This design comes from an exercise in tuning for small area on the open sky130 flow, not from production work.
In this exercise RTL edits were held to simulation tests only and were not proved equivalent to the original.
No activity file was given, so power comes from the tool's default toggle rates.

<file path="design/flow/config.mk">
export PLATFORM = sky130hd
export DESIGN_NAME = pkt_sniffer
export DESIGN_NICKNAME = pkt_sniffer
export VERILOG_FILES = /design/flow/design.v
export SDC_FILE = /design/flow/constraint.sdc
export NUM_CORES = 4
export LEC_CHECK = 0
export CAP_MARGIN = 20
export CORE_MARGIN = 2
export CORE_UTILIZATION = 40
export SLEW_MARGIN = 20
</file>
<file path="design/flow/constraint.sdc">
create_clock -name core_clock -period 6.0 [get_ports {clk}]
set_input_delay 1.2000 -clock core_clock [delete_from_list [all_inputs] [get_ports {clk}]]
set_output_delay 1.2000 -clock core_clock [all_outputs]
set_load 0.01 [all_outputs]
</file>
<file path="design/flow/design.v">
`timescale 1ns/10ps
package sniff_pkg;
   typedef enum logic [7:0] {
      icmp = 8'd1,
      tcp  = 8'd6,
      udp  = 8'd17,
      sctp = 8'd132
   } ip_proto_t;
   typedef enum logic [2:0] {
      skip_hdr,      
      word2_ver,     
      word3_proto,   
      word4_ip,      
      word5_port,    
      payload        
   } parse_state_t;
   typedef struct packed {
      logic [32-1:0]   src_ip;
      logic [32-1:0]   dst_ip;
      logic [16-1:0] src_port;
      logic [16-1:0] dst_port;
      logic [16-1:0] length;
      logic [16-1:0] seq_hi;
   } tcp_flow_t;
endpackage
`timescale 1ns/10ps
module pkt_sniffer (
   input  logic                     clk,
   input  logic                     reset,
   input  logic [64-1:0] in_data,
   input  logic [8-1:0] in_ctrl,
   input  logic                     in_wr,
   output logic                     in_rdy,
   output logic [64-1:0] out_data,
   output logic [8-1:0] out_ctrl,
   output logic                     out_wr,
   input  logic                     out_rdy,
   output logic [16-1:0]  pkt_count,
   output logic [16-1:0]  tcp_count,
   output logic [16-1:0]  udp_count,
   output logic [16-1:0]  icmp_count,
   output logic [16-1:0]  sctp_count,
   output logic [32-1:0]   flow_src_ip,
   output logic [32-1:0]   flow_dst_ip,
   output logic [16-1:0] flow_src_port,
   output logic [16-1:0] flow_dst_port,
   output logic [16-1:0] flow_length,
   output logic [16-1:0] flow_seq_hi,
   output logic                     flow_valid
);
   localparam int W = 64 + 8;
   localparam int N = 6;    
   logic [W-1:0] mem [N];
   logic [2:0]   wp, rp;        
   logic [2:0]   held;
   logic [N-1:0] wsel, rsel;
   logic [W-1:0] head;
   logic         accept;
   function automatic logic [N-1:0] jdec(input logic [2:0] q);
      jdec[0] = !q[2] && !q[0];
      jdec[1] =  q[0] && !q[1];
      jdec[2] =  q[1] && !q[2];
      jdec[3] =  q[2] &&  q[0];
      jdec[4] =  q[1] && !q[0];
      jdec[5] =  q[2] && !q[1];
   endfunction
   assign wsel   = jdec(wp);
   assign rsel   = jdec(rp);
   assign in_rdy = !(held[2] && held[1]);
   assign accept = (held != 3'd0) && out_rdy;
   assign out_wr = accept;
   always_comb begin
      head = '0;
      for (int i = 0; i < N; i++) begin
         head = head | (mem[i] & {W{rsel[i]}});
      end
   end
   assign out_data = head[W-1:8];
   assign out_ctrl = head[8-1:0];
   always_ff @(posedge clk) begin
      for (int i = 0; i < N; i++) begin
         if (in_wr && wsel[i]) begin
            mem[i] <= {in_data, in_ctrl};
         end
      end
   end
   always_ff @(posedge clk) begin
      if (reset) begin
         wp   <= '0;
         rp   <= '0;
         held <= '0;
      end else begin
         if (in_wr) begin
            wp <= {wp[1:0], !wp[2]};
         end
         if (accept) begin
            rp <= {rp[1:0], !rp[2]};
         end
         if (in_wr && !accept) begin
            held <= held + 1'b1;
         end else if (accept && !in_wr) begin
            held <= held - 1'b1;
         end
      end
   end
   logic [64-1:0] hd;
   logic                     hc_zero;
   sniff_pkg::parse_state_t  state, state_next;
   logic                     take_start, take_proto, take_word4, take_word5;
   assign hd      = out_data;
   assign hc_zero = (out_ctrl == '0);
   assign take_start = accept && (state == sniff_pkg::skip_hdr) && hc_zero;
   assign take_proto = accept && (state == sniff_pkg::word3_proto);
   assign take_word4 = accept && (state == sniff_pkg::word4_ip);
   assign take_word5 = accept && (state == sniff_pkg::word5_port);
   always_comb begin
      state_next = state;
      if (accept) begin
         case (state)
            sniff_pkg::skip_hdr:    if (hc_zero) state_next = sniff_pkg::word2_ver;
            sniff_pkg::word2_ver:   state_next = (hd[15:12] == 4'd4) ?
                                                 sniff_pkg::word3_proto : sniff_pkg::payload;
            sniff_pkg::word3_proto: state_next = (hd[7:0] == 8'd6) ?
                                                 sniff_pkg::word4_ip : sniff_pkg::payload;
            sniff_pkg::word4_ip:    state_next = sniff_pkg::word5_port;
            sniff_pkg::word5_port:  state_next = sniff_pkg::payload;
            sniff_pkg::payload:     if (!hc_zero) state_next = sniff_pkg::skip_hdr;
            default:                state_next = sniff_pkg::skip_hdr;
         endcase
      end
   end
   always_ff @(posedge clk) begin
      if (reset) begin
         state <= sniff_pkg::skip_hdr;
      end else begin
         state <= state_next;
      end
   end
   logic [15:0] len_q;
   logic [31:0] src_ip_q;
   logic [15:0] dst_hi_q;
   always_ff @(posedge clk) begin
      if (take_proto) begin
         len_q <= hd[63:48];
      end
      if (take_word4) begin
         src_ip_q <= hd[47:16];
         dst_hi_q <= hd[15:0];
      end
   end
   always_ff @(posedge clk) begin
      if (reset) begin
         flow_src_ip   <= '0;
         flow_dst_ip   <= '0;
         flow_src_port <= '0;
         flow_dst_port <= '0;
         flow_length   <= '0;
         flow_seq_hi   <= '0;
         flow_valid    <= 1'b0;
      end else begin
         flow_valid <= take_word5;
         if (take_word5) begin
            flow_src_ip   <= src_ip_q;
            flow_dst_ip   <= {dst_hi_q, hd[63:48]};
            flow_src_port <= hd[47:32];
            flow_dst_port <= hd[31:16];
            flow_length   <= len_q;
            flow_seq_hi   <= hd[15:0];
         end
      end
   end
   always_ff @(posedge clk) begin
      if (reset) begin
         pkt_count  <= '0;
         tcp_count  <= '0;
         udp_count  <= '0;
         icmp_count <= '0;
         sctp_count <= '0;
      end else begin
         if (take_start) pkt_count <= pkt_count + 1'b1;
         if (take_proto) begin
            case (hd[7:0])
               8'd6:   tcp_count  <= tcp_count  + 1'b1;
               8'd17:  udp_count  <= udp_count  + 1'b1;
               8'd1:   icmp_count <= icmp_count + 1'b1;
               8'd132: sctp_count <= sctp_count + 1'b1;
               default: ;
            endcase
         end
      end
   end
endmodule
</file>
<file path="design/flow/run.sh">
#!/bin/bash
# synth_recipe.tcl (not shown) runs the flow's synth.tcl, then flattens the netlist and writes it again
# the make line also repeats each setting of config.mk as NAME=value (left out here)
make -C /OpenROAD-flow-scripts/flow DESIGN_CONFIG=/design/flow/config.mk WORK_HOME=/design/flow/orfs CLKGATE_MAP_FILE= SYNTH_SCRIPT=/design/flow/synth_recipe.tcl finish
</file>
==> metrics list, run 1 <==
* Floorplan die height: 259.7 um
* Number of instances resized during post-cts repair: 0
* CTS root buffer: sky130_fd_sc_hd__clkbuf_16
- The initialized floorplan defines 93 standard-cell rows.
* Post-DRT Antenna Nets: 0
* Number of synthesis warnings: 2
- I/O pins: 359
- Ratio of cells with drive above 1 in the final layout: under 10%
- Overall fraction of global-route tracks in use: 21.93%
- Global routing consumed, on the met1 layer, between 20% and 30% of the routing resources.
* Power per cell area: 359.4 mW/mm^2
* Run status: no timing/DRC/antenna violations
- From synthesis to final layout, the design area changed by 27.44%.
- Pin count of the biggest net entering global routing: 132
- Hold Fails Final Rpt: 0
- Among all flip-flop cells after synthesis, the most frequent one is sky130_fd_sc_hd__edfxtp_1.
* Setup repair after global routing missed its margin: no
- For this block, the initial DRC count from the detailed router was between 1.5k and 2k.
- Critical Path AT: 3.75 ns
* Die Footprint: a little under 0.07 mm^2
- Cell type with the largest total area after synthesis: sky130_fd_sc_hd__edfxtp_1
* Post-synthesis cell count: 1943
- In the global route stage, met3 resource usage came out at 5.214%.
- Kind of launch point of the worst setup path: flop
- CP max FO: 24
- The critical path is of the flop to output port type.
- Cts-stage hold buffer count: 0
* GR met2 Demand/Resource: 36.10%
- Routed wirelength normalized by instance count: ~23 um
- Post-synth EDFFs: 496
* Clock-pin slew reported for the worst setup and hold paths after clock tree synthesis: ~0.06 ns
- For this configuration, the core starts out at a cell density of 40.49%.
- Type of the most critical hold path: flop to flop
- The floorplan step set the die width to between 200 and 300 um.
* CP max stage cell: sky130_fd_sc_hd__nor2b_4
* GP Congestion: between 0.8 and 0.9
* Cell with the most instances after synthesis: sky130_fd_sc_hd__edfxtp_1
* Leftover overflow at the end of global routing: 0
- Setup slack of the critical path after layout: around 1.0 ns
* Static power due to leakage: 0.01067 uW
* Ranking of synthesized cells by area: sky130_fd_sc_hd__edfxtp_1, sky130_fd_sc_hd__dfxtp_1, sky130_fd_sc_hd__a22oi_1
* Delay of the slowest critical-path stage: approximately 0.88 ns
- Crit path capture type: output port
* Count of vias placed by the detailed router: 17.69k
- STA puts the critical path data required time at around 4.8 ns.
- Initial antenna violation count: 9
- CTS H-Tree Depth: 3
* Ratio of routed vias to standard cells: 5.502
- Seq/Total Area, Yosys: approximately 74%
- After global routing, the most crowded layer is met2.
* Placeable core area: 0.06458 mm^2
* Net count after synthesis: 2026
* Most numerous cell types in the synthesized netlist: sky130_fd_sc_hd__edfxtp_1, sky130_fd_sc_hd__dfxtp_1, sky130_fd_sc_hd__a22oi_1
- Netlist cell types: between 50 and 60
- Final Cycle Share: just over 80%
- Number of remaining DRC errors: 0
* Area share of the leading cell type in the synthesized netlist: 56.96%
* Slew at the pin with the worst max-slew slack: 1.033 ns
- The first global-routing pass estimated 111000 um of wire.
- After legalization and detailed placement, the total HPWL measured roughly 48000 um.
- Routed wire length: between 70000 and 80000 um
- Async SR Flop Fraction: 0%
* Final TNS setup: 0 ns
- Number of buffers added for setup after CTS: 0
- Max Buffers Root-to-Sink: 3
- Rel. slew slack: 30.95%
- Post-layout net count: around 2.4k
* Filler Cells Inserted: 5408
- Largest voltage drop on the vdd net: ~0.22 mV
- Clock insertion delay at the later pin of the skew report: 0.61 ns
- Synthesized area: 0.02615 mm^2
* IO buf count: 358
- 1st-pass router iterations: 6
- For this run, the share of the core covered by cells in the final layout is roughly 52%.
- Setup violations remaining at the end of the flow were counted as 0.
- Traced cell by cell, the critical path runs through nor2b_4 > a22o_1 > nor3_2 > buf_4 > inv_1 > clkdlybuf4s50_1.
- Final max-slew violation count: 0
- Prior to clock tree synthesis, the placed netlist has a worst setup slack of 1.434 ns.
- Each instance of the synthesized netlist takes up on average 13.46 um^2.
- Number of buffers inserted during clock tree synthesis: 76
- Peak clock frequency supported by timing: 201.9 MHz
* Number of register bits inferred by synthesis: slightly above 700
- Vias in the first global route: 17.25k
- The clock arrives with 0.02391 ns of skew.
- TritonCTS built the clock tree.
* Clock period minus worst slack: 4.954 ns
- Max-capacitance violation count: 0
* Sinks on Clock Net: 717
==> state kept, by name, indices dropped and copies added, names as in the netlist, 32 cells and up <==
name	flops
flow_src_ip	32
src_ip_q	32
flow_dst_ip	32
mem	432
==> path summary, 6_finish.rpt <==
check	from	to	slack [ns]	cells after the start
setup / recovery	rp[0]	out_data[4]	1.05	6
hold reg to reg	flow_length[15]	flow_length[15]	0.45	2
hold / removal	flow_length[15]	flow_length[15]	0.45	2
setup reg to reg	rp[2]	pkt_count[13]	1.47	7
==> metal layers <==
metal,vias to the layer above,part of all wire [%]
li1,8117,-
met1,8835,42
met2,608,48
met3,113,7.2
met4,12,2.5
met5,-,0.11
==> critical path: cells and delay by family (launching register included) <==
family,cells,cell delay [ns]
buf+inv,3,1.14
simple gates,2,0.92
flops,1,0.81
compound gates,1,0.28
==> kinds of logic after synthesis <==
family	share of synthesized area, %
adders and majority gates	0.3636
AOI/OAI and AO/OA	10.93
DFF	73.88
muxes	0.7799
xor gates and xnor gates	0.9043
buffers and inverters	2.220
and+or+nand+nor	10.93
==> layout make-up <==
type / count / area, um^2 / share of cell area (%)
sequential: 717 / 19320 / 57.98
clock inverter: 38 / 437.9 / 1.314
timing repair buffer: 392 / 3988 / 11.97
inverter: 18 / 67.56 / 0.2027
clock buffer: 104 / 2090 / 6.270
antenna: 2 / 5.005 / 0.01502
tap: 855 / 1070 / 3.210
multi-input combinational: 1088 / 6347 / 19.05
==> report_power, final <==
group          switching [uW]  internal (uW)  total, uW
Combinational            1090            660       1750
Sequential               52.8           5430       5480
Clock                    1910           2840       4750
==> stage by stage <==
step                      instances  instance area (um^2)  hold WS (ns)  total power, uW
final                          3214                 33330        0.4536            11980
after global routing           3214                 33330        0.4681            12390
after CTS                      3211                 33290        0.4548            12080
after detailed placement       3069                 30770        0.4469             7333
after global placement         3069                 30770        0.4432             7324
after floorplan                1943                 26150        0.4712             6358
==> layout by cell type (no fill, tap or decap), drive strengths merged, types with 17 or more instances in the layout <==
cell type      netlist  routed
a21oi              116     116
nor4                21      21
clkdlybuf4s50        0     357
mux2i               17      17
nand2              177     177
o21ai               51      51
clkinv               0      23
dfxtp              221     221
nand3               73      73
and3                20      20
a22oi              181     181
nand4               25      25
buf                 23      34
nor3                53      53
edfxtp             496     496
xnor2               17      17
clkbuf              97     105
nor2               165     165
a221oi              30      30
inv                 18      22
or3                 36      36
==> inputs of run 2 (changes only) <==
==> design/flow/flow/run.sh (new file) <==
#!/bin/bash
set -euo pipefail
bash standard.sh \
  "BUFFER_PORTS_ARGS=-buffer_cell sky130_fd_sc_hd__buf_1" \
  "CTS_ARGS=-sink_clustering_enable -repair_clock_nets -dont_use_dummy_load -buf_list sky130_fd_sc_hd__clkbuf_8 -sink_buffer_max_cap_derate 1.0 -sink_clustering_size 16 -sink_clustering_max_diameter 80" \
  finish > orfs_flow.log 2>&1
==> design/flow/standard.sh (new file) <==
#!/bin/bash
# synth_recipe.tcl (not shown) runs the flow's synth.tcl, then flattens the netlist and writes it again
# the make line also repeats each setting of config.mk as NAME=value (left out here)
make -C /OpenROAD-flow-scripts/flow DESIGN_CONFIG=/design/flow/config.mk WORK_HOME=/design/flow/orfs CLKGATE_MAP_FILE= SYNTH_SCRIPT=/design/flow/synth_recipe.tcl "${@:-finish}"
--- a/design/flow/config.mk
+++ b/design/flow/config.mk
@@ -7,5 +7,5 @@
 export LEC_CHECK = 0
 export CAP_MARGIN = 20
 export CORE_MARGIN = 2
-export CORE_UTILIZATION = 40
+export CORE_UTILIZATION = 70
 export SLEW_MARGIN = 20
removed: design/flow/run.sh
==> run 2 against run 1 <==
Still clean on timing, DRC and antenna. Sequential cell count is the same. Sequential power barely moved. Non-clock buffer count down 5. Critical path depth unchanged. Core utilization up 26 points. Die area shrank 42%. Via count is 0.40% higher. Worst setup slack improved by 0.32 ns. Critical endpoint is now out_data[25]. Largest cell class unchanged. Largest power group unchanged. Highest routed layer unchanged.
==> metrics list, run 2 <==
* Critical Path End: out_data[25]
- The actual slew at the worst max-slew pin is 1.111 ns (+0.07770 ns).
- Crit path capture type: output port
- The data required time of the worst path is 4.80 ns (about the same).
- Overall fraction of global-route tracks in use: 34.74% (+13 points)
- Static power due to leakage: 0.008865 uW (-17%)
- The tightest slew margin relative to the limit was 25.25% (-5.7 points).
* Most numerous cell types in the synthesized netlist: sky130_fd_sc_hd__edfxtp_1, sky130_fd_sc_hd__dfxtp_1, sky130_fd_sc_hd__a22oi_1
- The max-cap violation count was 0 (unchanged).
- The startpoint identified for the worst register-to-register timing path is rp[0].
- Worst-case clock skew: 0.04791 ns (+0.02401 ns)
- CTS tree: yes
* Critical Path AT: 3.44 ns (-0.31 ns)
- The period utilization was 77.31% (-5.3 points).
- Final TNS setup: 0 ns (unchanged)
- The power per standard cell area is 318.1 mW/mm^2 (-11%).
* Max reg flops: 432 (unchanged)
- Most common flop cell mapped by yosys: sky130_fd_sc_hd__edfxtp_1
* FP Rows: 70 (-25%)
* Net count after synthesis: 2026 (unchanged)
* Seq/Total Area, Yosys: 73.88% (unchanged)
- Area share of the leading cell type in the synthesized netlist: 56.96% (unchanged)
- Highest-count cells in the layout ignoring fill and taps: sky130_fd_sc_hd__edfxtp_1, sky130_fd_sc_hd__buf_1, sky130_fd_sc_hd__dfxtp_1, sky130_fd_sc_hd__a22oi_1, sky130_fd_sc_hd__nand2_1
- In this run the clock root is driven by a sky130_fd_sc_hd__clkbuf_8.
- Cell type with the largest total area after synthesis: sky130_fd_sc_hd__edfxtp_1
* Estimated wirelength of the detail-placed design: 44260 um (-7.0%)
* Post-DRT Antenna Nets: 0 (unchanged)
- Post-layout util: 77.88% (+26 points)
* Max Buffers Root-to-Sink: 3 (unchanged)
- Relative to the synthesized area, the layout overhead comes to 9.297%.
- The mean post-synth cell area was 13.46 um^2 (unchanged).
* Netlist cell types: 54 (unchanged)
- The minimum clock period was 4.638 ns (-0.3154 ns).
- Sinks on Clock Net: 717 (unchanged)
* Critical path origin: rp[1]
- The final weighted congestion of routability-driven global placement was 0.8745 (+8.4%).
- The flip-flop and latch count after synthesis was 717 (unchanged).
* Peak clock frequency supported by timing: 215.6 MHz (+6.8%)
* Setup violation total in the final timing report: 0 (unchanged)
- The count of boundary I/O pins was 359 (unchanged).
* Ranking of synthesized cells by area: sky130_fd_sc_hd__edfxtp_1, sky130_fd_sc_hd__dfxtp_1, sky130_fd_sc_hd__a22oi_1
- The peak supply drop came to 0.3032 mV (+39%).
- The number of flops mapped to enable cells by yosys is 496 (unchanged).
- Most flop-heavy register: mem
- The post-CTS setup buffer count is 0 (unchanged).
- The reg-to-reg setup timing slack is 1.52 ns (+0.05 ns).
- The placeable core region was 0.03670 mm^2 (-43%).
- In this run the most critical hold path is launched from flow_src_ip[13].
- The clock latency reported for the late side of the worst-skew pair is 0.66 ns (+0.05 ns).
- The width of the die was 197.3 um (-24%).
* Setup CP Type: flop to output port
- The routed via count divided by cell count was 6.504 (+18%).
* Run status: no timing/DRC/antenna violations
- Worst-case reg-to-reg path depth: 8 (+1)
- 1st-pass router iterations: 5 (-1)
- Pin count of the biggest net entering global routing: 83 (-37%)
- The routed wire length is 67800 um (-9.9%).
* Vias in the first global route: 16.27k (-5.6%)
* Number of synthesis warnings: 2 (unchanged)
- Final max-slew violation count: 0 (unchanged)
* Count of vias placed by the detailed router: 17.76k (+0.40%)
- Async SR Flop Fraction: 0% (unchanged)
* CTS H-Tree Depth: 2 (-1)
* Kind of launch point of the worst setup path: flop
- Die Footprint: 0.03892 mm^2 (-42%)
* Cell with the most instances after synthesis: sky130_fd_sc_hd__edfxtp_1
* Number of buffers inserted during clock tree synthesis: 50 (-34%)
- In this run the critical register-to-register path is captured at udp_count[14].
- The starting utilization of the core area is 71.26% (+31 points).
- Routed wirelength normalized by instance count: 24.84 um (+6.0%)
- The number of antenna violations at the first check in global routing is 5 (-4).
- The count of port buffers added during placement came to 358 (unchanged).
- The total global routing overflow is 0 (unchanged).
- Cts-stage hold buffer count: 0 (unchanged)
- Setup repair after global routing left no endpoint under its margin.
- The wire length of the first global-routing pass came to 100100 um (-9.8%).
- CP max FO: 39 (+63%)
- The library cell used most frequently in the layout, excluding fill and tap cells, is sky130_fd_sc_hd__edfxtp_1.
* Post-synthesis cell count: 1943 (unchanged)
- The die span in y is 197.3 um (-24%).
* Synthesized area: 0.02615 mm^2 (unchanged)
- Number of instances resized during post-cts repair: 0 (unchanged)
- Iteration-0 DRC Markers: 2002 (+22%)
- The clock transition at the register clock pins on the worst setup and hold paths after CTS was 0.10 ns (+0.04 ns).
- The number of nets in the layout came to 2345 (-1.3%).
- The share of final-layout standard cells stronger than drive strength 1 came to 4.823% (-2.6 points).
* Hold Fails Final Rpt: 0 (unchanged)
- The residual DRC count is 0 (unchanged).
- In this run the worst hold path is classified as flop to flop.
==> run 2: cell counts after synthesis <==
Identical to the previous run, type by type.
==> run 2: report_power, final <==
group	internal (uW)	leakage (uW)	total, uW	switching [uW]
clock	748	0.000360	2140	1390
combinational	358	0.00220	1500	1140
sequential	5420	0.00630	5460	37.1
==> run 2: per-layer routing <==
layer,track usage (%),wire (um),vias to the layer above
met5,0,45,-
met3,10.41,8878,116
li1,-,-,7948
met2,52.09,30590,1071
met4,9.747,1708,6
met1,50.23,26580,8615
==> run 2: through the flow <==
stage	power (uW)	std cells	hold WS, ns	setup WS (ns)	instance area [um^2]
3_5_place_dp	7024	2678	0.4466	1.737	27880
6_report	9093	2730	0.4584	1.362	28580
2_1_floorplan	6358	1943	0.4712	0.3235	26150
4_1_cts	9061	2728	0.4599	1.380	28570
3_3_place_gp	6991	2677	0.4426	1.919	27880
5_1_grt	9346	2729	0.4745	1.171	28580
==> run 2: worst min-delay path by stage <==
stage / to / slack, ns / cells past startpoint
global placement: flow_dst_ip[26] / 0.44 / 2
detailed placement: flow_src_ip[13] / 0.45 / 2
CTS: flow_src_ip[13] / 0.46 / 2
finish: flow_src_ip[13] / 0.46 / 2
floorplan: held[2] / 0.47 / 2
global route: flow_src_ip[5] / 0.47 / 2
==> run 2: logic make-up after synthesis <==
group                    Yosys count  synth area share, %
adder cells (fa/ha/maj)            7               0.3636
flip-flops                       717                73.88
AO/OA/AOI/OAI                    425                10.93
multiplexers                      20               0.7799
buffers and inverters            138                2.220
AND/OR/NAND/NOR                  609                10.93
XOR/XNOR                          27               0.9043
==> run 2: layout make-up <==
cell class | count | area [um^2]
well taps | 468 | 585.6
clock buffers | 50 | 688.2
multi-input cells | 1088 | 6354
inverters | 18 | 67.56
diodes | 2 | 5.005
repair buffers | 387 | 1563
fillers | 2348 | 8117
flip-flops and latches | 717 | 19320
==> run 2: critical path: stages (launching register included) <==
cell and delay [ns]:
sky130_fd_sc_hd__dfxtp_1 0.48, sky130_fd_sc_hd__buf_4 0.29, sky130_fd_sc_hd__nor2b_4 0.67, sky130_fd_sc_hd__buf_4 0.59
sky130_fd_sc_hd__a22oi_1 0.19, sky130_fd_sc_hd__nand3_1 0.29, sky130_fd_sc_hd__buf_1 0.26
==> inputs of run 3 (changes only) <==
--- a/design/flow/design.v
+++ b/design/flow/design.v
@@ -77,11 +77,12 @@
    end
    assign out_data = head[W-1:8];
    assign out_ctrl = head[8-1:0];
+   logic [N-1:0] we, keep;
+   assign we   = wsel & {N{in_wr}};
+   assign keep = ~we;
    always_ff @(posedge clk) begin
       for (int i = 0; i < N; i++) begin
-         if (in_wr && wsel[i]) begin
-            mem[i] <= {in_data, in_ctrl};
-         end
+         mem[i] <= ({W{we[i]}} & {in_data, in_ctrl}) | ({W{keep[i]}} & mem[i]);
       end
    end
    always_ff @(posedge clk) begin
@@ -140,53 +141,39 @@
    logic [31:0] src_ip_q;
    logic [15:0] dst_hi_q;
    always_ff @(posedge clk) begin
-      if (take_proto) begin
-         len_q <= hd[63:48];
+      len_q    <= ({16{take_proto}} & hd[63:48]) | ({16{!take_proto}} & len_q);
+      src_ip_q <= ({32{take_word4}} & hd[47:16]) | ({32{!take_word4}} & src_ip_q);
+      dst_hi_q <= ({16{take_word4}} & hd[15:0])  | ({16{!take_word4}} & dst_hi_q);
+   end
+   logic         f_ld, f_keep;
+   logic [127:0] flow_q, flow_d;
+   assign f_ld   = take_word5 && !reset;
+   assign f_keep = !take_word5 && !reset;
+   assign flow_d = {src_ip_q, dst_hi_q, hd[63:48], hd[47:32], hd[31:16], len_q, hd[15:0]};
+   always_ff @(posedge clk) begin
+      flow_q     <= ({128{f_ld}} & flow_d) | ({128{f_keep}} & flow_q);
+      flow_valid <= f_ld;
+   end
+   assign {flow_src_ip, flow_dst_ip, flow_src_port, flow_dst_port, flow_length, flow_seq_hi} = flow_q;
+   function automatic logic [15:0] cnt_next(input logic [15:0] q, input logic inc,
+                                            input logic rst);
+      logic c;
+      c = inc;
+      for (int i = 0; i < 16; i++) begin
+         cnt_next[i] = !rst && (q[i] ^ c);
+         c = c && q[i];
       end
-      if (take_word4) begin
-         src_ip_q <= hd[47:16];
-         dst_hi_q <= hd[15:0];
-      end
-   end
+   endfunction
+   logic is_tcp, is_udp, is_icmp, is_sctp;
+   assign is_tcp  = take_proto && (hd[7:0] == 8'd6);
+   assign is_udp  = take_proto && (hd[7:0] == 8'd17);
+   assign is_icmp = take_proto && (hd[7:0] == 8'd1);
+   assign is_sctp = take_proto && (hd[7:0] == 8'd132);
    always_ff @(posedge clk) begin
-      if (reset) begin
-         flow_src_ip   <= '0;
-         flow_dst_ip   <= '0;
-         flow_src_port <= '0;
-         flow_dst_port <= '0;
-         flow_length   <= '0;
-         flow_seq_hi   <= '0;
-         flow_valid    <= 1'b0;
-      end else begin
-         flow_valid <= take_word5;
-         if (take_word5) begin
-            flow_src_ip   <= src_ip_q;
-            flow_dst_ip   <= {dst_hi_q, hd[63:48]};
-            flow_src_port <= hd[47:32];
-            flow_dst_port <= hd[31:16];
-            flow_length   <= len_q;
-            flow_seq_hi   <= hd[15:0];
-         end
-      end
-   end
-   always_ff @(posedge clk) begin
-      if (reset) begin
-         pkt_count  <= '0;
-         tcp_count  <= '0;
-         udp_count  <= '0;
-         icmp_count <= '0;
-         sctp_count <= '0;
-      end else begin
-         if (take_start) pkt_count <= pkt_count + 1'b1;
-         if (take_proto) begin
-            case (hd[7:0])
-               8'd6:   tcp_count  <= tcp_count  + 1'b1;
-               8'd17:  udp_count  <= udp_count  + 1'b1;
-               8'd1:   icmp_count <= icmp_count + 1'b1;
-               8'd132: sctp_count <= sctp_count + 1'b1;
-               default: ;
-            endcase
-         end
-      end
+      pkt_count  <= cnt_next(pkt_count,  take_start, reset);
+      tcp_count  <= cnt_next(tcp_count,  is_tcp,     reset);
+      udp_count  <= cnt_next(udp_count,  is_udp,     reset);
+      icmp_count <= cnt_next(icmp_count, is_icmp,    reset);
+      sctp_count <= cnt_next(sctp_count, is_sctp,    reset);
    end
 endmodule
==> run 3 against run 2 <==
Global-route usage is 5.6 points lower. Combinational power down 15%. Critical path depth increased by 18. Die area fell by 2.4%. Area after synthesis fell by 2.4%. Hold slack lost 0.0034 ns. Via count shrank 18%. First-iteration DRC count shrank 44%. Synthesized cell count fell by 19%. Clock skew shrank 0.014 ns. Sequential power barely moved. Power is 2.6% lower.
==> metrics list, run 3 <==
* Net switching power figure: 2335 uW (-9.0%)
* Synthesized area: 0.02552 mm^2 (-2.4%)
- The total count of hold-check failures in the final report is 0 (unchanged).
* P&R area growth vs syn: 8.320%
* CTS tree: yes
* Leftover overflow at the end of global routing: 0 (unchanged)
- Critical path buffer and inverter count: 0 (-3)
- The share of synthesized area occupied by flip-flops and latches was 75.69% (+1.8 points).
- The clock skew came to 0.03407 ns (-0.01384 ns).
* Die Footprint: 0.03800 mm^2 (-2.4%)
- The count of port buffers added during placement is 358 (unchanged).
* Post-synthesis cell count: 1576 (-19%)
- The worst setup timing slack at the placement stage was 0.6037 ns (-1.134 ns).
- By area, the combinational part of the netlist is dominated by compound AO/OA/AOI/OAI gates.
- The placed instance count came to 2266 (-15%).
- Most common flop cell mapped by yosys: sky130_fd_sc_hd__edfxtp_1
- Delay of the slowest critical-path stage: 0.73 ns (+0.06 ns)
* Number of buffers inserted during clock tree synthesis: 50 (unchanged)
- The routed length per placed instance came to 23.91 um (-3.7%).
- Power per cell area: 320.3 mW/mm^2 (+0.67%)
* Setup slack of the critical path after layout: 0.6330 ns (-0.7286 ns)
- The combinational share of power is 14.3% (-2.2 points).
- Cell Chain, Critical Path: nor2b_4 > a22oi_1 > and3_1 > and3_1 > nand3_1 > or3_1 > nor2b_1 > ha_1 > ha_1 > ha_1 > ha_1 > ha_1 > ha_1 > ha_1 > ha_1 > ha_1 > ha_1 > ha_1 > ha_1 > ha_1 > ha_1 > ha_1 > xnor2_1 > nor2_1
- On the critical path the largest part of the delay comes from adder cells.
* Net count after synthesis: 1729 (-15%)
- Type of the most critical hold path: flop to flop
- Number of synthesis warnings: 2 (unchanged)
* Slew at the pin with the worst max-slew slack: 0.9514 ns (-0.1596 ns)
* Cell with the most instances after synthesis: sky130_fd_sc_hd__edfxtp_1
* Peak clock frequency supported by timing: 186.3 MHz (-14%)
- Iteration-0 DRC Markers: 1127 (-44%)
- The share of final-layout standard cells stronger than drive strength 1 came to 6.028% (+1.2 points).
- Max Buffers Root-to-Sink: 3 (unchanged)
- The slowest stage of the critical path belongs to the cell sky130_fd_sc_hd__dfxtp_1.
* Crit path capture type: flop
- GP Congestion: 0.8127 (-7.1%)
* Setup violation total in the final timing report: 0 (unchanged)
- The count of boundary I/O pins was 359 (unchanged).
- Xor/xnor cell area share of the yosys netlist: 0.2402% (-0.66 points)
- The top cell types in the final layout, fill and taps aside, are sky130_fd_sc_hd__edfxtp_1, sky130_fd_sc_hd__buf_1, sky130_fd_sc_hd__dfxtp_1, sky130_fd_sc_hd__a22oi_1, sky130_fd_sc_hd__a22o_1.
* Cell type with the largest total area after synthesis: sky130_fd_sc_hd__edfxtp_1
- In this run the clock root is driven by a sky130_fd_sc_hd__clkbuf_8.
* Clock period minus worst slack: 5.367 ns (+0.7286 ns)
- The number of pins exceeding their max-slew limit in the final report came to 0 (unchanged).
- Post-synth EDFFs: 496 (unchanged)
- Number of remaining DRC errors: 0 (unchanged)
- The routed via count divided by cell count came to 6.281 (-3.4%).
* Setup repair after global routing missed its margin: no
- CTS H-Tree Depth: 2 (unchanged)
- The half-perimeter wire length after detailed placement was 34430 um (-22%).
- FP Rows: 69 (-1.4%)
* Sinks on Clock Net: 717 (unchanged)
- Static power due to leakage: 0.009619 uW (+8.5%)
- The wire length of the first global-routing pass is 83210 um (-17%).
- The fraction of post-synthesis cell area in the top cell type by area came to 58.36% (+1.4 points).
- The final total negative setup slack came to 0 ns (unchanged).
- The routed wire length is 55530 um (-18%).
* Post-synthesis compound-gate area fraction: 11.64% (+0.71 points)
* Crit path required time: 6.49 ns (+1.69 ns)
* 1st-pass router iterations: 5 (unchanged)
* Number of register bits inferred by synthesis: 717 (unchanged)
- The utilization of the core after routing is 77.35% (-0.54 points).
* Effective utilization at floorplan: 71.41% (+0.15 points)
* Most common cell after layout, fill and taps aside: sky130_fd_sc_hd__edfxtp_1
- The worst setup path is launched from a flop.
* Post-DRT Antenna Nets: 0 (unchanged)
- Placeable core area: 0.03574 mm^2 (-2.6%)
- Post-synthesis share of cell area spent on and, or, nand and nor gates: 4.932% (-6.0 points)
- Count of vias placed by the detailed router: 14.59k (-18%)
- The largest fanout on the critical path came to 17 (-56%).
* Largest voltage drop on the vdd net: 0.2797 mV (-7.8%)
- The period utilization was 89.45% (+12 points).
- Post-synthesis adder-cell area fraction: 3.804% (+3.4 points)
- The share of flip-flops with an asynchronous set or reset after synthesis came to 0% (unchanged).
- The arrival time of the worst setup path is 5.85 ns (+2.41 ns).
* Setup CP Type: flop to flop
- The clock latency reported for the late side of the worst-skew pair came to 0.66 ns (about the same).
- Initial antenna violation count: 5 (unchanged)
- The sequential fraction of design power is 61.7% (+1.7 points).
- Clock-pin slew reported for the worst setup and hold paths after clock tree synthesis: 0.11 ns (about the same)
* Floorplan die height: 194.9 um (-1.2%)
- Final std cells w/o fill: 2323 (-15%)
- The number of gates given a new drive strength after cts came to 0 (unchanged).
- The pin count of the biggest net entering global routing was 96 (+16%).
- Max-capacitance violation count: 0 (unchanged)
- Overall fraction of global-route tracks in use: 29.09% (-5.6 points)
- Post-layout net count: 2013 (-14%)
- Run status: no timing/DRC/antenna violations
- Rel. slew slack: 36.57% (+11 points)
- Number of buffers added for setup after CTS: 0 (unchanged)
* Vias in the first global route: 14.18k (-13%)
* Most numerous cell types in the synthesized netlist: sky130_fd_sc_hd__edfxtp_1, sky130_fd_sc_hd__dfxtp_1, sky130_fd_sc_hd__a22oi_1
- Post-synthesis mux area share: 0.03922% (-0.74 points)
- Cts-stage hold buffer count: 0 (unchanged)
- The proportion of power drawn by the clock network is 24.0% (+0.5 points).
* Netlist cell types: 53 (-1.9%)
* Internal power summed over all cells: 6518 uW (-0.11%)
- The switching power as a share of total power was 26.38% (-1.9 points).
* Most common cell type on the critical path: sky130_fd_sc_hd__ha_1
- By area the synthesized netlist is led by sky130_fd_sc_hd__edfxtp_1, sky130_fd_sc_hd__dfxtp_1, sky130_fd_sc_hd__a22oi_1.
- Horizontal extent of the die: 194.9 um (-1.2%)
- Syn_area_per_cell: 16.19 um^2 (+20%)
[run 3: cell count changes after synthesis, sizes merged, moves of 70 or more]
cell | previous run | this run
a21oi | 116 | 8
a22o | 3 | 120
ha | 6 | 76
nand2 | 177 | 25
nor2 | 165 | 19
nor2b | 9 | 84
[run 3: worst register-to-register path: cells and delay by family (launching register included)]
family          cells  cell delay, ns
compound gates      1            0.17
xor+xnor            1            0.15
simple gates        7            1.46
fa+ha+maj          15            2.70
flops               1            0.73
[run 3: power by group through the flow]
stage / combinational [uW] / clock (uW) / sequential [uW]
floorplan: 980 / 0 / 5560
global placement: 1240 / 0 / 5570
detailed placement: 1260 / 0 / 5580
CTS: 1260 / 2150 / 5460
global route: 1370 / 2310 / 5470
finish: 1270 / 2120 / 5460
[run 3: area by class of cell]
class	instances	area, um^2
Antenna cell	4	10.01
Inverter	17	66.31
Tap cell	461	576.8
Clock buffer	50	688.2
Fill cell	2174	8097
Multi-Input combinational cell	685	5350
Timing Repair Buffer	389	1635
Sequential cell	717	19320
[run 3: cells by family (layout without fill, tap and decap cells)]
logic type | after synthesis | count (layout)
AOI/OAI and AO/OA | 376 | 376
xor gates and xnor gates | 7 | 7
adders and majority gates | 77 | 77
buffers and inverters | 174 | 456
DFF | 717 | 717
muxes | 1 | 1
other | 0 | 4
and+or+nand+nor | 224 | 224
[run 3: worst paths after layout]
check	end	depth (start not counted)	slack, ns	startpoint
worst max register to register	udp_count[15]	24	0.63	rp[1]
worst min register to register	flow_q[94]	1	0.45	flop
worst min-delay path	flow_q[94]	1	0.45	flop
worst max-delay path	udp_count[15]	24	0.63	rp[1]
[run 3: stage by stage]
stage               instance area [um^2]  total power, uW  hold slack [ns]
detailed placement                 26880             6837           0.4421
global route                       27640             9156           0.4772
global placement                   26880             6808           0.4373
CTS                                27570             8877           0.4526
finish                             27650             8854           0.4550
floorplan                          25520             6542           0.4358
[run 3: metal layers]
metal  global-route usage [%]  share of wire (%)
met5                        0              0.020
met4                    10.80                3.2
met3                    5.605                8.4
met2                    47.45                 48
met1                    39.58                 40
==> inputs of run 4 (changes only) <==
--- a/design/flow/design.v
+++ b/design/flow/design.v
@@ -52,7 +52,7 @@
    localparam int N = 6;    
    logic [W-1:0] mem [N];
    logic [2:0]   wp, rp;        
-   logic [2:0]   held;
+   logic         full;        
    logic [N-1:0] wsel, rsel;
    logic [W-1:0] head;
    logic         accept;
@@ -66,8 +66,8 @@
    endfunction
    assign wsel   = jdec(wp);
    assign rsel   = jdec(rp);
-   assign in_rdy = !(held[2] && held[1]);
-   assign accept = (held != 3'd0) && out_rdy;
+   assign in_rdy = !full;
+   assign accept = ((wp != rp) || full) && out_rdy;
    assign out_wr = accept;
    always_comb begin
       head = '0;
@@ -89,7 +89,7 @@
       if (reset) begin
          wp   <= '0;
          rp   <= '0;
-         held <= '0;
+         full <= 1'b0;
       end else begin
          if (in_wr) begin
             wp <= {wp[1:0], !wp[2]};
@@ -97,10 +97,10 @@
          if (accept) begin
             rp <= {rp[1:0], !rp[2]};
          end
-         if (in_wr && !accept) begin
-            held <= held + 1'b1;
-         end else if (accept && !in_wr) begin
-            held <= held - 1'b1;
+         if (accept) begin
+            full <= 1'b0;
+         end else if (in_wr) begin
+            full <= ({wp[1:0], !wp[2]} == rp);
          end
       end
    end
--- a/design/flow/config.mk
+++ b/design/flow/config.mk
@@ -7,5 +7,5 @@
 export LEC_CHECK = 0
 export CAP_MARGIN = 20
 export CORE_MARGIN = 2
-export CORE_UTILIZATION = 70
+export CORE_UTILIZATION = 45
 export SLEW_MARGIN = 20
==> run 4 against run 3 <==
Still clean. Synthesized cell count decreased by 1.7%. Combinational power decreased by 46%. Non-clock buffer count unchanged. Register-to-register slack improved by 0.25 ns. Hold slack improved by 0.011 ns. Worst setup slack improved by 0.25 ns. Cell count increased by 12%. Via count decreased by 2.0%. Final area increased by 0.85%. Clock power increased by 3%. Sequential cell count decreased by 2. Largest cell class unchanged. Largest power group unchanged.
==> metrics list, run 4 <==
- The mean post-synth cell area is 16.39 um^2 (+1.2%).
- The number of cells produced by synthesis is 1549 (-1.7%).
* Effective utilization at floorplan: 45.28% (-26 points)
- In the layout the commonest cells are sky130_fd_sc_hd__edfxtp_1, sky130_fd_sc_hd__buf_1, sky130_fd_sc_hd__dfxtp_1, sky130_fd_sc_hd__a22oi_1, sky130_fd_sc_hd__a22o_1.
- Horizontal extent of the die: 241.5 um (+24%)
- The number of flops mapped to enable cells by yosys came to 496 (unchanged).
- CP max FO: 26 (+9)
* Rel. slew slack: 32.06% (-4.5 points)
* Number of register bits inferred by synthesis: 715 (-0.28%)
* Setup slack of the critical path after layout: 0.8792 ns (+0.2462 ns)
* Vias in the first global route: 13.91k (-1.9%)
* FF+latch area: 0.01928 mm^2 (-0.21%)
* Ratio of cells with drive above 1 in the final layout: 6.066% (+0.038 points)
* Largest delay contributor family on the critical path: adder cells
* Number of buffers added for setup after CTS: 0 (unchanged)
* I/O pins: 359 (unchanged)
* Slew at the pin with the worst max-slew slack: 1.008 ns (+0.05703 ns)
- Async SR Flop Fraction: 0% (unchanged)
* Power per cell area: 296.2 mW/mm^2 (-7.5%)
- Overall fraction of global-route tracks in use: 21.23% (-7.9 points)
* Delay of the slowest critical-path stage: 0.42 ns (-0.31 ns)
- Hold Fails Final Rpt: 0 (unchanged)
- The clock latency reported for the late side of the worst-skew pair is 0.67 ns (about the same).
* Estimated wirelength of the detail-placed design: 39090 um (+14%)
- The total clock sinks is 715 (-0.28%).
* Combinational fraction of design power: 8.3% (-6.0 points)
- Worst-case clock skew: 0.04531 ns (+0.01124 ns)
- Post-DRT Antenna Nets: 0 (unchanged)
- Clock-pin slew reported for the worst setup and hold paths after clock tree synthesis: 0.10 ns (about the same)
- Floorplan die height: 241.5 um (+24%)
- Final TNS setup: 0 ns (unchanged)
* Static power due to leakage: 0.009526 uW (-0.97%)
- The count of endpoints failing setup in the final report is 0 (unchanged).
* Number of remaining DRC errors: 0 (unchanged)
- The total global routing overflow came to 0 (unchanged).
* Max Buffers Root-to-Sink: 3 (unchanged)
- The cell area reported after detailed placement came to 0.02716 mm^2 (+1.1%).
- Ratio of routed vias to standard cells: 5.519 (-12%)
* Net Sw Frac: 23.79% (-2.6 points)
- The routed length per placed instance was 24.31 um (+1.7%).
* Area share of the leading cell type in the synthesized netlist: 58.68% (+0.32 points)
* Internal power summed over all cells: 6292 uW (-3.5%)
* IO buf count: 358 (unchanged)
- The maximum frequency from static timing analysis was 195.3 MHz (+4.8%).
- The placeable core region came to 0.05606 mm^2 (+57%).
- The data required time of the worst path is 6.50 ns (about the same).
* Die Footprint: 0.05832 mm^2 (+53%)
- The routed wire length is 63000 um (+13%).
- Worst r2r src: rp[1]
- The sequential fraction of design power came to 65.2% (+3.5 points).
- Net count after synthesis: 1700 (-1.7%)
- The depth of the CTS H-tree came to 2 (unchanged).
- The worst setup path is launched from a flop.
- Post-layout util: 49.73% (-28 points)
- In this run the clock root is driven by a sky130_fd_sc_hd__clkbuf_8.
* Seq/Total Area, Yosys: 75.95% (+0.26 points)
- The final cell area excluding filler cells came to 0.02788 mm^2 (+0.85%).
* CP max stage cell: sky130_fd_sc_hd__nor2b_4
- The minimum clock period came to 5.121 ns (-0.2462 ns).
* Cell with the most instances after synthesis: sky130_fd_sc_hd__edfxtp_1
- Iteration-0 DRC Markers: 1170 (+3.8%)
- The summed instance area of the synthesized netlist came to 0.02538 mm^2 (-0.54%).
- The count of unique library cells instantiated by Yosys is 48 (-9.4%).
- Worst setup slack after placement: 0.9309 ns (+0.3271 ns)
* Cell type with the largest total area after synthesis: sky130_fd_sc_hd__edfxtp_1
- The critical path is of the flop to flop type.
- FP Rows: 87 (+26%)
- The first-pass iteration count of the detailed router was 6 (+1).
- Most common flop cell mapped by yosys: sky130_fd_sc_hd__edfxtp_1
- Net switching power figure: 1965 uW (-16%)
- The number of antenna violations at the first check in global routing is 14 (+9).
- Setup repair after global routing left no endpoint under its margin.
* Crit path capture type: flop
- The number of nets in the layout came to 1983 (-1.5%).
- The critical path goes through buf_4 > nor2b_4 > a22oi_1 > o21ai_0 > nand3b_1 > and3b_1 > ha_1 > ha_1 > ha_1 > ha_1 > ha_1 > ha_1 > ha_1 > ha_1 > ha_1 > ha_1 > ha_1 > ha_1 > ha_1 > ha_1 > ha_1 > xnor2_1 > nor2_1.
* Run status: no timing/DRC/antenna violations
* Most common cell type on the critical path: sky130_fd_sc_hd__ha_1
* Critical path origin: rp[1]
* Final Cycle Share: 85.35% (-4.1 points)
- The overall power of the completed layout is 8256 uW (-6.7%).
- In this run the worst hold path is classified as flop to flop.
- P&R area growth vs syn: 9.834%
- Number of buffers inserted during clock tree synthesis: 51 (+2.0%)
* Critical path buffer and inverter count: 1 (+1)
* Final max-slew violation count: 0 (unchanged)
* Ranking of synthesized cells by area: sky130_fd_sc_hd__edfxtp_1, sky130_fd_sc_hd__dfxtp_1, sky130_fd_sc_hd__a22oi_1
* Count of vias placed by the detailed router: 14.31k (-2.0%)
* Number of instances resized during post-cts repair: 0 (unchanged)
- The footprint of the multi-input gates was 0.005281 mm^2 (-1.3%).
* Number of synthesis warnings: 2 (unchanged)
- The proportion of power drawn by the clock network came to 26.5% (+2.5 points).
* First-pass GRT wire length: 93090 um (+12%)
* GP Congestion: 0.8861 (+9.0%)
* CTS tree: yes
* Largest voltage drop on the vdd net: 0.1645 mV (-41%)
- Pin count of the biggest net entering global routing: 98 (+2.1%)
- The max-cap violation count came to 0 (unchanged).
- The fill cell instance count of the final layout was 4831 (+120%).
- Hold path start: flow_q[14]
* Critical Path AT: 5.62 ns (-0.23 ns)
- Leaving out fill and tap cells, the most frequent cell in the layout is sky130_fd_sc_hd__edfxtp_1.
- In the synthesized netlist, the cells that appear most often are sky130_fd_sc_hd__edfxtp_1, sky130_fd_sc_hd__dfxtp_1, sky130_fd_sc_hd__a22oi_1.
* Cts-stage hold buffer count: 0 (unchanged)
==> run 4: cell types whose count changed in the layout (fill, tap and decap cells not counted), sizes merged, moves of 6 or more <==
cell / previous run / this run
and3: 14 / 3
a31oi: 10 / 1
a22oi: 196 / 204
inv: 17 / 11
nand2: 25 / 19
nor3b: 6 / 0
==> run 4: final timing paths <==
kind / to / slack [ns] / depth (start not counted)
setup / recovery: sctp_count[15] / 0.88 / 23
hold / removal: flow_q[14] / 0.47 / 2
setup reg to reg: sctp_count[15] / 0.88 / 23
hold reg to reg: flow_q[14] / 0.47 / 2
==> run 4: worst register-to-register path: cells and delay by family, from the launching register on <==
family,cells,cell delay [ns]
compound gates,2,0.46
buf+inv,1,0.34
flops,1,0.34
fa+ha+maj,15,2.71
simple gates,4,0.95
xor+xnor,1,0.16
==> run 4: cells by family after synthesis <==
kind of cell    count (synthesis)  share of synthesized area (%)
fa+ha+maj                      75                          3.697
buf+inv                       170                          3.618
xor+xnor                       11                         0.3795
compound gates                383                          12.08
simple gates                  195                          4.279
flops                         715                          75.95
==> run 4: per-layer routing <==
| layer | wire, um | GRT usage, % | share of wire, % | vias up |
|---|---|---|---|---|
| li1 | - | - | - | 6504 |
| met1 | 28130 | 29.97 | 45 | 7233 |
| met2 | 29700 | 33.70 | 47 | 467 |
| met3 | 3671 | 4.107 | 5.8 | 87 |
| met4 | 1414 | 5.919 | 2.2 | 14 |
| met5 | 86 | 0 | 0.14 | - |
==> run 4: through the flow <==
| stage | cells | hold WS [ns] |
|---|---|---|
| final | 2592 | 0.4660 |
| after global routing | 2591 | 0.4822 |
| after CTS | 2586 | 0.4678 |
| after detailed placement | 2535 | 0.4447 |
| after global placement | 2534 | 0.4372 |
| after floorplan | 1549 | 0.4418 |
==> run 4: area by class of cell <==
| type | instances | share of cell area [%] |
|---|---|---|
| Antenna cell | 6 | 0.05386 |
| Clock buffer | 51 | 2.518 |
| Timing Repair Buffer | 389 | 5.785 |
| Multi-Input combinational cell | 664 | 18.94 |
| Inverter | 11 | 0.1571 |
| Sequential cell | 715 | 69.15 |
| Tap cell | 756 | 3.393 |
==> run 4: power groups by stage <==
stage,Combinational [uW],Sequential [uW],Clock (uW)
CTS,688,5390,2260
detailed placement,687,5500,0
floorplan,453,5500,0
global route,733,5390,2440
finish,681,5390,2190
global placement,678,5500,0

## separate check: timing with driven ports
Ports are ideal in the flow. The routed layouts listed here were re-timed in OpenROAD.
Step 1 sets driving cells, clkbuf_16 on the clock port and buf_2 on the other inputs (assumed; they add their load-dependent delay and slew).
Step 2 also shifts input and output timing later by t, the mid clock arrival at the registers, as if the neighbouring blocks saw the same clock.
Slacks: ideal / step 1 / step 2; pairs: ideal / step 1.
run | t (ns) | setup slack, ns | worst hold slack (ns)
run 1 | 0.661 | 1.046 / 0.988 / 1.375 | 0.454 / 0.454 / 0.454
run 2 | 0.694 | 1.362 / 1.309 / 1.522 | 0.458 / 0.458 / 0.458
run 3 | 0.690 | 0.633 / 0.633 / 0.604 | 0.455 / 0.455 / 0.455
run 4 | 0.702 | 0.879 / 0.879 / 0.879 | 0.466 / 0.466 / 0.466
After both steps setup and hold are still met in every run listed. The setup slack of run 3, which loses most, moves by 0.000 ns with the drivers and by -0.029 ns with both steps.
